Source: an optimization exercise on an open RTL-to-GDS flow (aim: small area and few clock cycles per item). Production flows keep margins and buffers that such runs may drop.
The RTL was checked by simulation tests, not by an equivalence proof against the original design.

==> flow/design.v (outline; a module is shown in full before it is edited, if it fits) <==
// module vector_mac_pipe: 1734 lines
// module vmac_fa: 10 lines
// module vmac_bsel: 12 lines
// module vmac_bseln: 12 lines
// module vmac_oai: 9 lines
module vector_mac_pipe #(
    parameter int DATA_W = 16,
    parameter int FRAC   = 12,
    parameter int LEN    = 3
) (
    input  logic                  clk,
    input  logic                  rst,
    input  logic                  in_valid,
    output logic                  in_ready,
    input  logic [LEN*DATA_W-1:0] in_a,
    input  logic [LEN*DATA_W-1:0] in_b,
    input  logic                  in_first,
    input  logic                  in_last,
    output logic                  out_valid,
    input  logic                  out_ready,
    output logic [DATA_W-1:0]     out_data
);
  // ...
==> flow/run.sh <==
#!/bin/bash
# synth_recipe.tcl (not shown) runs the flow's synth.tcl, then flattens the netlist and writes it again
# the make line also repeats each setting of config.mk as NAME=value (left out here)
make -C /OpenROAD-flow-scripts/flow DESIGN_CONFIG=/design/flow/config.mk WORK_HOME=/design/flow/orfs CLKGATE_MAP_FILE= SYNTH_SCRIPT=/design/flow/synth_recipe.tcl finish
==> flow/config.mk <==
export PLATFORM = sky130hd
export DESIGN_NAME = vector_mac_pipe
export DESIGN_NICKNAME = vector_mac_pipe
export VERILOG_FILES = /design/flow/design.v
export SDC_FILE = /design/flow/constraint.sdc
export NUM_CORES = 4
export LEC_CHECK = 0
export CAP_MARGIN = 0
export CORE_MARGIN = 2
export CORE_UTILIZATION = 40
export SLEW_MARGIN = 0
export SYNTH_HIERARCHICAL = 1
export SYNTH_MINIMUM_KEEP_SIZE = 0
==> flow/constraint.sdc <==
create_clock -name core_clock -period 7.0 [get_ports {clk}]
set_input_delay 1.4000 -clock core_clock [delete_from_list [all_inputs] [get_ports {clk}]]
set_output_delay 1.4000 -clock core_clock [all_outputs]
set_load 0.01 [all_outputs]
==> summary.txt, run 1 <==
Dpl ws: -0.151 ns
Die Width: 212 µm
Crit path capture type: flip-flop
Worst slew pin tran: 1.08 ns
Via count: 14153
Flops & latches, synth: 70
Min-delay worst type: flip-flop to flip-flop
Critical-path maximum fanout: 5
Status: complete, no violations
Inverter count: 93
Ranking of synthesized cells by area: fa_1 (43%), xnor2_1 (21%), o22ai_1 (14%), edfxtp_1 (11%), inv_1 (2.0%)
Vias in the first global route: 14750
CP Launch Point: in_b[1]
Min-Delay Endpoint: zb$_SDFFE_PP1N_
Max-Cap Viols: 0
Most used cell along the critical path: fa_1
Final min period: 6.80 ns
WP buf/inv: 1
Total CTS buffers: 9
Min-delay src: zb$_SDFFE_PP1N_
Fillers: 3991
CP Class: primary input to flip-flop
DRT Pass-1 Iters: 5
Met1 Usage GRT: 0.325
Worst EP arrival: 6.86 ns
Slowest stage cell, crit path: clkdlybuf4s50_1
Reg2reg start: s1_first$_DFFE_PP_
Testbench counts, summed over its fixed seeds: cycles 16,639, items 16,000.
==> run 2, diff against run 1 <==
--- a/flow/config.mk
+++ b/flow/config.mk
@@ -5,9 +5,10 @@
 export SDC_FILE = /design/flow/constraint.sdc
 export NUM_CORES = 4
 export LEC_CHECK = 0
-export CAP_MARGIN = 0
+export CAP_MARGIN = 20
 export CORE_MARGIN = 2
 export CORE_UTILIZATION = 40
-export SLEW_MARGIN = 0
+export GPL_TIMING_DRIVEN = 0
+export SLEW_MARGIN = 20
 export SYNTH_HIERARCHICAL = 1
 export SYNTH_MINIMUM_KEEP_SIZE = 0
==> summary.txt, run 2 <==
Status: complete, no violations
Root buffer cell: clkbuf_16
Final worst-path cycle share: 0.980
Worst slew pin tran: 0.987 ns (-0.0981 ns)
Initial core utilization: 0.404
DR WL/cell: 22.4 µm
Die area: 45100 µm²
Clock Latency Late Sink: 0.33 ns
Drt total wl: 53000 µm
Worst r2r dst: out_data[12]$_DFFE_PP_
P&R area growth vs syn: 18.4%
Die Width: 212 µm (unchanged)
WP buf/inv: 2 (+1)
Reg2reg start: s1_first$_DFFE_PP_
CP Class: primary input to flip-flop
Seq/Total Area, Yosys: 0.119
Final Hold Viols: 0
# hold bufs at CTS: 0
Worst EP arrival: 6.94 ns (+0.08 ns)
Synth cell count leaders: xnor2_1 (412), o22ai_1 (396), fa_1 (372)
Sink Count: 70
Routed Antenna Nets: 0
Top cell type's share of synthesized area: 0.428
Post-synth EDFFs: 66
Detailed Place HPWL: 41100 µm
Min-delay worst type: flip-flop to flip-flop
Cell Rows: 76
Unique masters post-synth: 48
Max-Cap Viols: 0 (unchanged)
Antenna diode count: 0
Total CTS buffers: 9 (unchanged)
WP data required: 7.08 ns
Finished Layout Cells: 2370
GRT Total Usage: 0.237
Drt drc: 0
Synth Flop Type: edfxtp_1
Leading cell type by number of instances after synthesis: xnor2_1
I/O pin count: 120
Synth Instances: 1563
RSZ-0062 raised after global routing: true
Startpoint Class: primary input
Largest net degree at the start of global routing: 33
Critical-path maximum fanout: 17 (+12)
Synthesized area: 17400 µm²
Vias per std cell: 5.85
F_max: 146 MHz
Min-Delay Endpoint: zb$_SDFFE_PP1N_
Worst-path clk slew: 0.05 ns
Final #Nets: 2265
Total core area: 43000 µm²
Synthesis warning total: 7
Grt total ovfl: 0
Delay-heaviest family, CP: adder cells
Mean Syn Cell Area: 11.1 µm²
Share of cells above drive strength 1: 0.0992
Dpl ws: -1.49 ns (-1.34 ns)
CP peak stage delay: 0.51 ns
Slew Viols, Final: 0
Post-Route Skew: 0.0110 ns
R2R depth: 16
DRT Pass-1 Iters: 5 (unchanged)
Final min period: 6.86 ns (+0.0560 ns)
Slowest stage cell, crit path: clkdlybuf4s50_1
Via count: 13868 (-2.0%)
Async S/R FF share, synth: 0
CTS tree: built
GPL Wtd Cong: 0.905
Most used cell along the critical path: fa_1
Largest registers: acc (16), out_data (16), s1_hx (16)
Clock tree buffer depth: 2
Min-delay src: zb$_SDFFE_PP1N_
Most frequent cells in the layout: o22ai_1 (395), xnor2_1 (391), fa_1 (371)
Global-route wire length before repair: 81900 µm
DR iter-0 viols: 1359
PortBufs: 119
Reg2reg setup slack: 0.45 ns
Ranking of synthesized cells by area: fa_1 (43%), xnor2_1 (21%), o22ai_1 (14%), edfxtp_1 (11%), inv_1 (2.0%)
Flops & latches, synth: 70 (unchanged)
Dpl cells: 2312
Relative slew slack: 0.342
Crit path capture type: flip-flop
Cell taking the most area after synthesis: fa_1
Commonest non-fill, non-tap cell in the layout: o22ai_1
Antenna violations before repair: 2
DIE HEIGHT: 212 µm
H-tree levels: 3
# setup viols final: 0
Vias in the first global route: 14092 (-4.5%)
WHS Path Cells: 1
Final setup margin: 0.140 ns
Fillers: 4058 (+1.7%)
Cell Chain, Critical Path: clkdlybuf4s50_1 -> clkinvlp_4 -> nand2_8 -> o22ai_1 -> xnor2_1 -> fa_1 -> fa_1 -> fa_1 -> fa_1 -> fa_1 -> fa_1 -> fa_1 -> fa_1 -> fa_1 -> nor4_1 -> nand3_1 -> a21o_1
-- run 2: cell counts after synthesis --
Identical to the previous run, type by type.
-- run 2: worst reg2reg max path, cell delays in order (launching register included) --
cell and delay [ns]:
edfxtp_1 0.37, nor2_1 0.37, clkbuf_1 0.40, nand2_1 0.15, fa_1 0.47, fa_1 0.40, fa_1 0.39, fa_1 0.39
fa_1 0.40, fa_1 0.39, fa_1 0.39, fa_1 0.39, fa_1 0.50, or4_4 0.60, a211oi_4 0.31, xnor2_1 0.12
mux2_2 0.27
-- run 2: timing repair --
item | 4_1_cts | 5_1_grt
setup endpoints to repair | 17 | 11
buffers inserted | 8 | 34
pin swaps | 2 | 5
resized for setup | 25 | 24
-- run 2: logic make-up (layout without fill, tap and decap cells) --
kind of cell,after synthesis,count (layout),share of synthesized area
AOI/OAI and AO/OA,448,448,0.163
xor gates and xnor gates,432,432,0.218
adders and majority gates,383,383,0.436
and+or+nand+nor,119,119,0.0367
buffers and inverters,101,298,0.0223
DFF,70,70,0.119
muxes,8,8,0.00540
other,2,27,0.000432
-- run 2: how the worst max path moves through the flow --
stage	slack [ns]	cells after the start	startpoint	to
2_1_floorplan	0.26	15	in_b[1]	s1_lc[0]$_DFFE_PP_
3_3_place_gp	-1.99	16	in_b[33]	s1_lc[2]$_DFFE_PP_
3_5_place_dp	-1.49	16	in_b[1]	s1_lc[0]$_DFFE_PP_
4_1_cts	-0.01	16	in_b[2]	s1_lc[0]$_DFFE_PP_
5_1_grt	-0.06	16	in_b[2]	s1_lc[0]$_DFFE_PP_
6_report	0.14	17	in_b[32]	s1_lc[2]$_DFFE_PP_
-- run 2: area by class of cell --
class	count	area (µm²)	share of cell area
multi-input cells	1417	15400	0.749
flip-flops and latches	70	2060	0.100
repair buffers	181	1650	0.0802
well taps	585	732	0.0356
inverters	93	394	0.0191
clock buffers	14	254	0.0123
plain buffers	8	38.8	0.00188
clock inverters	2	35.0	0.00170
-- run 2: metrics by stage --
| step | utilization | setup TNS, ns | instance area [µm²] | hold slack, ns |
|---|---|---|---|---|
| 2_1_floorplan | - | 0 | 17500 | 0.436 |
| 3_3_place_gp | 0.451 | -41.80 | 19400 | 0.447 |
| 3_5_place_dp | 0.460 | -11.81 | 19800 | 0.453 |
| 4_1_cts | 0.470 | -0.0114 | 20200 | 0.465 |
| 5_1_grt | 0.479 | -0.0704 | 20600 | 0.481 |
| 6_report | 0.479 | 0 | 20600 | 0.463 |
-- run 2: Yosys stat by module, one instance, submodules excluded --
module           flops+latches  copies in the design
vmac_bseln                   0                   378
vector_mac_pipe             70                     1
vmac_bsel                    0                    18
vmac_oai                     0                   396
vmac_fa                      0                   372
-- run 2: per-layer routing --
metal | vias up | share of wire | global-route usage | wire length [µm]
li1 | 6042 | - | - | -
met4 | 0 | 0.032 | 0.0789 | 1710
met5 | - | 0 | 0 | 0
met2 | 690 | 0.49 | 0.393 | 25800
met3 | 83 | 0.081 | 0.0374 | 4310
met1 | 7053 | 0.40 | 0.316 | 21300
==> run 3, diff against run 2 <==
--- a/flow/config.mk
+++ b/flow/config.mk
@@ -8,7 +8,6 @@
 export CAP_MARGIN = 20
 export CORE_MARGIN = 2
 export CORE_UTILIZATION = 40
-export GPL_TIMING_DRIVEN = 0
 export SLEW_MARGIN = 20
 export SYNTH_HIERARCHICAL = 1
 export SYNTH_MINIMUM_KEEP_SIZE = 0
==> summary.txt, run 3 <==
Detailed Place HPWL: 45100 µm (+9.8%)
Vias in the first global route: 14750 (+4.7%)
CP peak stage delay: 0.49 ns (-0.02 ns)
Via count: 14236 (+2.7%)
Final Util: 0.485 (+0.00623)
Slew Viols, Final: 0 (unchanged)
Grt total ovfl: 0 (unchanged)
Cell taking the most area after synthesis: fa_1
Max-Cap Viols: 0 (unchanged)
RSZ-0062 raised after global routing: true
Total core area: 43000 µm² (unchanged)
Post-Route Skew: 0.00808 ns (-0.00293 ns)
DR WL/cell: 22.3 µm (-0.28%)
Relative slew slack: 0.353 (+0.0110)
Vias per std cell: 5.82 (-0.54%)
Min-delay worst type: flip-flop to flip-flop
Clock tree buffer depth: 2 (unchanged)
Reg2reg setup slack: 0.97 ns (+0.52 ns)
Initial core utilization: 0.404 (unchanged)
Seq/Total Area, Yosys: 0.119 (unchanged)
Critical-path maximum fanout: 5 (-12)
GRT Total Usage: 0.245 (+0.00859)
I/O pin count: 120 (unchanged)
DIE HEIGHT: 212 µm (unchanged)
Top cell type's share of synthesized area: 0.428 (unchanged)
R2R depth: 16 (unchanged)
Unique masters post-synth: 48 (unchanged)
Worst slew pin tran: 0.963 ns (-0.0234 ns)
Clock Latency Late Sink: 0.33 ns (about the same)
Worst EP arrival: 6.85 ns (-0.09 ns)
Cell Rows: 76 (unchanged)
Startpoint Class: primary input
Antenna violations before repair: 2 (unchanged)
H-tree levels: 3 (unchanged)
Drt total wl: 54600 µm (+2.9%)
Flops & latches, synth: 70 (unchanged)
Final min period: 6.80 ns (-0.0625 ns)
Routed Antenna Nets: 0 (unchanged)
Design Area, Final: 20900 µm² (+1.3%)
Slowest stage cell, crit path: clkdlybuf4s50_1
Synth Flop Type: edfxtp_1
Total CTS buffers: 9 (unchanged)
Die area: 45100 µm² (unchanged)
Post-synth EDFFs: 66 (unchanged)
Leading cell type by number of instances after synthesis: xnor2_1
Reg2reg start: s1_first$_DFFE_PP_
Finished Layout Cells: 2446 (+3.2%)
Synth cell count leaders: xnor2_1 (412), o22ai_1 (396), fa_1 (372)
Status: complete, no violations
Cell Chain, Critical Path: clkdlybuf4s50_1 -> xnor2_1 -> o22ai_1 -> xnor2_1 -> fa_1 -> fa_1 -> fa_1 -> fa_1 -> fa_1 -> fa_1 -> fa_1 -> fa_1 -> fa_1 -> nor4_1 -> nand3_1 -> a21o_1
Synthesis warning total: 7 (unchanged)
Die Width: 212 µm (unchanged)
Largest net degree at the start of global routing: 37 (+12%)
Critical Path End: s1_lc[0]$_DFFE_PP_
Synth Instances: 1563 (unchanged)
DRT Pass-1 Iters: 5 (unchanged)
CP Class: primary input to flip-flop
Crit path capture type: flip-flop
Most frequent cells in the layout: xnor2_1 (412), o22ai_1 (396), fa_1 (372)
Drt drc: 0 (unchanged)
P&R area growth vs syn: 19.9%
# hold bufs at CTS: 0 (unchanged)
Final Hold Viols: 0 (unchanged)
DR iter-0 viols: 1465 (+7.8%)
F_max: 147 MHz (+0.92%)
Global-route wire length before repair: 84800 µm (+3.5%)
Root buffer cell: clkbuf_16
Async S/R FF share, synth: 0 (unchanged)
DP Area: 20500 µm² (+3.9%)
Largest registers: acc (16), out_data (16), s1_hx (16)
Most used cell along the critical path: fa_1
Sink Count: 70 (unchanged)
Ranking of synthesized cells by area: fa_1 (43%), xnor2_1 (21%), o22ai_1 (14%), edfxtp_1 (11%), inv_1 (2.0%)
Commonest non-fill, non-tap cell in the layout: xnor2_1
Worst r2r dst: out_data[12]$_DFFE_PP_
Final #Nets: 2341 (+3.4%)
GPL Wtd Cong: 0.970 (+7.1%)
Final worst-path cycle share: 0.971 (-0.00893)
PortBufs: 119 (unchanged)
# setup viols final: 0 (unchanged)
Antenna diode count: 0 (unchanged)
Mean Syn Cell Area: 11.1 µm² (unchanged)
Dpl cells: 2430 (+5.1%)
CTS tree: built
Setup bufs post-CTS: 0 (-8)
CP Launch Point: in_b[1]
Synthesized area: 17400 µm² (unchanged)
Share of cells above drive strength 1: 0.0978 (-0.00136)
Worst-path clk slew: 0.05 ns (about the same)
WP data required: 7.05 ns (-0.03 ns)
## run 3: metal layers
metal	vias up	GRT usage	wire, µm
li1	6198	-	-
met5	-	0	34
met2	739	0.408	26100
met3	105	0.0400	4470
met1	7190	0.325	21800
met4	4	0.0866	2190
## run 3: kinds of logic (layout without fill, tap and decap cells)
| logic type | Yosys count | after routing | synth area share |
|---|---|---|---|
| muxes | 8 | 8 | 0.00540 |
| other | 2 | 27 | 0.000432 |
| xor gates and xnor gates | 432 | 432 | 0.218 |
| AOI/OAI and AO/OA | 448 | 448 | 0.163 |
| and+or+nand+nor | 119 | 119 | 0.0367 |
| DFF | 70 | 70 | 0.119 |
| adders and majority gates | 383 | 383 | 0.436 |
| buffers and inverters | 101 | 374 | 0.0223 |
## run 3: layout make-up
| type | instances | area [µm²] |
|---|---|---|
| Multi-Input combinational cell | 1417 | 15100 |
| Inverter | 93 | 349 |
| Tap cell | 585 | 732 |
| Timing Repair Buffer | 265 | 2350 |
| Clock buffer | 13 | 260 |
| Fill cell | 3990 | 22100 |
| Clock inverter | 3 | 42.5 |
| Sequential cell | 70 | 2060 |
## run 3: timing repair
action | CTS | global route
resized for setup | 0 | 3
endpoints found under the hold margin | 0 | 0
setup endpoints to repair | 0 | 2
## run 3: worst min path at each step
stage | from | end | slack, ns | cells after the start
2_1_floorplan | zb$_SDFFE_PP1N_ | zb$_SDFFE_PP1N_ | 0.44 | 1
3_3_place_gp | zb$_SDFFE_PP1N_ | zb$_SDFFE_PP1N_ | 0.45 | 1
3_5_place_dp | zb$_SDFFE_PP1N_ | zb$_SDFFE_PP1N_ | 0.46 | 1
4_1_cts | zb$_SDFFE_PP1N_ | zb$_SDFFE_PP1N_ | 0.47 | 1
5_1_grt | zb$_SDFFE_PP1N_ | zb$_SDFFE_PP1N_ | 0.49 | 1
6_report | zb$_SDFFE_PP1N_ | zb$_SDFFE_PP1N_ | 0.47 | 1
## run 3: metrics by stage
stage	hold slack [ns]	setup slack (ns)	TNS, ns
final	0.472	0.202	0
after global routing	0.490	-0.0820	-0.0820
after CTS	0.475	0.195	0
after detailed placement	0.462	-0.151	-0.516
after global placement	0.451	-0.0829	-0.130
after floorplan	0.436	0.260	0
## run 3: worst max-delay path: cells and delay by family
family	cells	cell delay, ns
AO/OA/AOI/OAI	2	0.40
buffers and inverters	1	0.49
AND/OR/NAND/NOR	2	0.42
adder cells (fa/ha/maj)	9	3.76
XOR/XNOR	2	0.39
## run 3: Yosys stat by module (local to each module, per instance)
module           area, µm²  flip-flops and latches  cells  copies in the design
vmac_fa               20.0                       0      1                   372
vmac_bseln            8.76                       0      1                   378
vector_mac_pipe       3990                      70    399                     1
vmac_oai              6.26                       0      1                   396
vmac_bsel             8.76                       0      1                    18
==> run 4, diff against run 3 <==
==> flow/flow/run.sh (new file) <==
#!/bin/bash
# The standard layout, with the port buffers made of the smallest buffer
# cell instead of the one buffer_ports picks by default; repair_design still
# upsizes any that need it.
set -euo pipefail
export BUFFER_PORTS_ARGS="-buffer_cell sky130_fd_sc_hd__buf_1"
bash standard.sh > standard.log 2>&1
==> flow/standard.sh (new file) <==
#!/bin/bash
# synth_recipe.tcl (not shown) runs the flow's synth.tcl, then flattens the netlist and writes it again
# the make line also repeats each setting of config.mk as NAME=value (left out here)
make -C /OpenROAD-flow-scripts/flow DESIGN_CONFIG=/design/flow/config.mk WORK_HOME=/design/flow/orfs CLKGATE_MAP_FILE= SYNTH_SCRIPT=/design/flow/synth_recipe.tcl "${@:-finish}"
removed: flow/run.sh
==> summary.txt, run 4 <==
Mean Syn Cell Area: 11.1 µm² (unchanged)
Min-delay worst type: flip-flop to flip-flop
Dpl ws: 0.0862 ns (+0.237 ns)
Total core area: 43000 µm² (unchanged)
# hold bufs at CTS: 0 (unchanged)
DRT Pass-1 Iters: 6 (+1)
Most frequent cells in the layout: xnor2_1 (412), o22ai_1 (396), fa_1 (372)
Setup bufs post-CTS: 0 (unchanged)
Leading cell type by number of instances after synthesis: xnor2_1
Multi-input gate area: 15000 µm² (about the same)
Worst r2r dst: out_data[12]$_DFFE_PP_
Sequential cell area: 2060 µm² (unchanged)
GRT Total Usage: 0.242 (-0.00361)
RSZ-0062 raised after global routing: false
Reg2reg setup slack: 0.90 ns (-0.07 ns)
Ranking of synthesized cells by area: fa_1 (43%), xnor2_1 (21%), o22ai_1 (14%), edfxtp_1 (11%), inv_1 (2.0%)
Cell taking the most area after synthesis: fa_1
Largest registers: acc (16), out_data (16), s1_hx (16)
Final worst-path cycle share: 0.940 (-0.0313)
F_max: 152 MHz (+3.3%)
Clock tree buffer depth: 2 (unchanged)
Global-route wire length before repair: 84500 µm (-0.41%)
WP data required: 7.08 ns (+0.03 ns)
Synth cell count leaders: xnor2_1 (412), o22ai_1 (396), fa_1 (372)
Detailed Place HPWL: 43800 µm (-2.9%)
Root buffer cell: clkbuf_16
Max-Cap Viols: 0 (unchanged)
R2R depth: 16 (unchanged)
Critical-path maximum fanout: 19 (+14)
Die area: 45100 µm² (unchanged)
CTS tree: built
Antenna violations before repair: 5 (+3)
GPL Wtd Cong: 0.939 (-3.2%)
DR iter-0 viols: 1472 (+0.48%)
Die Width: 212 µm (unchanged)
Total CTS buffers: 9 (unchanged)
Seq/Total Area, Yosys: 0.119 (unchanged)
Synthesis warning total: 7 (unchanged)
Routed Antenna Nets: 0 (unchanged)
Reg2reg start: s1_first$_DFFE_PP_
DR WL/cell: 21.9 µm (-1.9%)
Unique masters post-synth: 48 (unchanged)
Synth Flop Type: edfxtp_1
Crit path capture type: flip-flop
Fillers: 4098 (+2.7%)
Critical Path End: s1_lc[2]$_DFFE_PP_
Status: complete, no violations
# setup viols final: 0 (unchanged)
Async S/R FF share, synth: 0 (unchanged)
CP Launch Point: in_b[33]
Relative slew slack: 0.408 (+0.0550)
Drt total wl: 53200 µm (-2.5%)
Synth Instances: 1563 (unchanged)
Synthesized area: 17400 µm² (unchanged)
CP Class: primary input to flip-flop
Grt total ovfl: 0 (unchanged)
I/O pin count: 120 (unchanged)
Flops & latches, synth: 70 (unchanged)
P&R area growth vs syn: 14.4%
Antenna diode count: 0 (unchanged)
Startpoint Class: primary input
Worst-path clk slew: 0.05 ns (about the same)
Cell Rows: 76 (unchanged)
Top cell type's share of synthesized area: 0.428 (unchanged)
Worst slew pin tran: 0.887 ns (-0.0766 ns)
Via count: 14062 (-1.2%)
Post-Route Skew: 0.00545 ns (-0.00263 ns)
PortBufs: 119 (unchanged)
Commonest non-fill, non-tap cell in the layout: xnor2_1
Final setup margin: 0.421 ns (+0.219 ns)
Largest net degree at the start of global routing: 37 (unchanged)
Drt drc: 0 (unchanged)
Final Hold Viols: 0 (unchanged)
Worst EP arrival: 6.66 ns (-0.19 ns)
Vias in the first global route: 14652 (-0.66%)
H-tree levels: 3 (unchanged)
WHS: 0.473 ns (+0.00134 ns)
Final #Nets: 2326 (-0.64%)
Clock Latency Late Sink: 0.33 ns (about the same)
Final min period: 6.58 ns (-0.219 ns)
DIE HEIGHT: 212 µm (unchanged)
Slew Viols, Final: 0 (unchanged)
Sink Count: 70 (unchanged)
Share of cells above drive strength 1: 0.0883 (-0.00950)
Post-CTS sizing: 0 (unchanged)
Initial core utilization: 0.404 (unchanged)
Vias per std cell: 5.78 (-0.61%)
Post-synth EDFFs: 66 (unchanged)
## run 4: per-stage QoR
step                instance area (µm²)  std cells   util  TNS (ns)
finish                            19900       2431  0.463         0
detailed placement                19600       2414  0.456         0
floorplan                         17500       1588      -         0
global placement                  19600       2414  0.456    -0.211
global route                      19900       2431  0.463         0
CTS                               19900       2430  0.463         0
## run 4: worst min path at each step
stage,start,endpoint,slack (ns),cells past startpoint
floorplan,zb$_SDFFE_PP1N_,zb$_SDFFE_PP1N_,0.44,1
global placement,zb$_SDFFE_PP1N_,zb$_SDFFE_PP1N_,0.45,1
detailed placement,zb$_SDFFE_PP1N_,zb$_SDFFE_PP1N_,0.47,1
CTS,zb$_SDFFE_PP1N_,zb$_SDFFE_PP1N_,0.48,1
global route,zb$_SDFFE_PP1N_,zb$_SDFFE_PP1N_,0.50,1
finish,zb$_SDFFE_PP1N_,zb$_SDFFE_PP1N_,0.47,1
## run 4: Yosys stat by module, one instance, submodules excluded
module / copies in the design / flip-flops and latches / area (µm²) / cells
vmac_bseln: 378 / 0 / 8.76 / 1
vmac_oai: 396 / 0 / 6.26 / 1
vmac_fa: 372 / 0 / 20.0 / 1
vector_mac_pipe: 1 / 70 / 3990 / 399
vmac_bsel: 18 / 0 / 8.76 / 1
## run 4: final cells by class
type / count / area share
clock buffers: 15 / 0.0135
repair buffers: 250 / 0.0719
well taps: 585 / 0.0368
flip-flops and latches: 70 / 0.104
inverters: 93 / 0.0176
multi-input cells: 1417 / 0.756
clock inverters: 1 / 0.000252
## run 4: logic make-up after synthesis
family                   share of synthesized area
AO/OA/AOI/OAI                                0.163
XOR/XNOR                                     0.218
adder cells (fa/ha/maj)                      0.436
AND/OR/NAND/NOR                             0.0367
buffers and inverters                       0.0223
flip-flops                                   0.119
multiplexers                               0.00540
other                                     0.000432
## run 4: metal layers
layer,track usage,vias to the layer above,wire (µm)
li1,-,6167,-
met1,0.328,7145,21900
met2,0.401,650,25800
met3,0.0319,92,3750
met4,0.0789,8,1720
met5,0,-,53
## run 4: critical path, cell delays in order
cell and delay, ns:
buf_1 0.18, buf_4 0.35, nand2_1 0.11, o22ai_1 0.18
xnor2_1 0.12, fa_1 0.46, fa_1 0.41, fa_1 0.39
fa_1 0.40, fa_1 0.40, fa_1 0.40, fa_1 0.42
fa_1 0.40, fa_1 0.43, nor4_1 0.30, nand3_1 0.12
a21o_1 0.19

static timing again, ports no longer ideal:
How much do the figures lean on ideal ports? The routed layouts below were timed once more, with nothing changed but the port constraints. Step 1 (the two cells are an assumption about what drives the block):
set clk [get_ports {clk}]
set_driving_cell -lib_cell sky130_fd_sc_hd__clkbuf_16 $clk
set_driving_cell -lib_cell sky130_fd_sc_hd__buf_2 [delete_from_list [all_inputs] $clk]
Step 2 times the ports against the registers' clock, not the clock port: input delays grow and output delays shrink by t, the midpoint of the rising clock arrivals with the driver on. a / b / c = no drivers / after step 1 / after step 2; a / b = the first two.
run | t (ns) | setup slack, ns | latest minus earliest clock arrival (ns) | cell pins on the clock port's net
run 1 | 0.360 | 0.196 / 0.210 / -0.150 | 0.006 / 0.006 | 1
run 2 | 0.362 | 0.140 / 0.153 / -0.209 | 0.011 / 0.011 | 1
run 3 | 0.359 | 0.202 / 0.216 / -0.143 | 0.008 / 0.008 | 1
run 4 | 0.367 | 0.421 / 0.438 / 0.070 | 0.005 / 0.005 | 1
With both steps, setup timing fails in run 1, run 2 and run 3, where it was met with ideal ports. For run 4, which loses most, drivers alone change the setup slack by +0.017 ns; drivers and shift together by -0.351 ns.
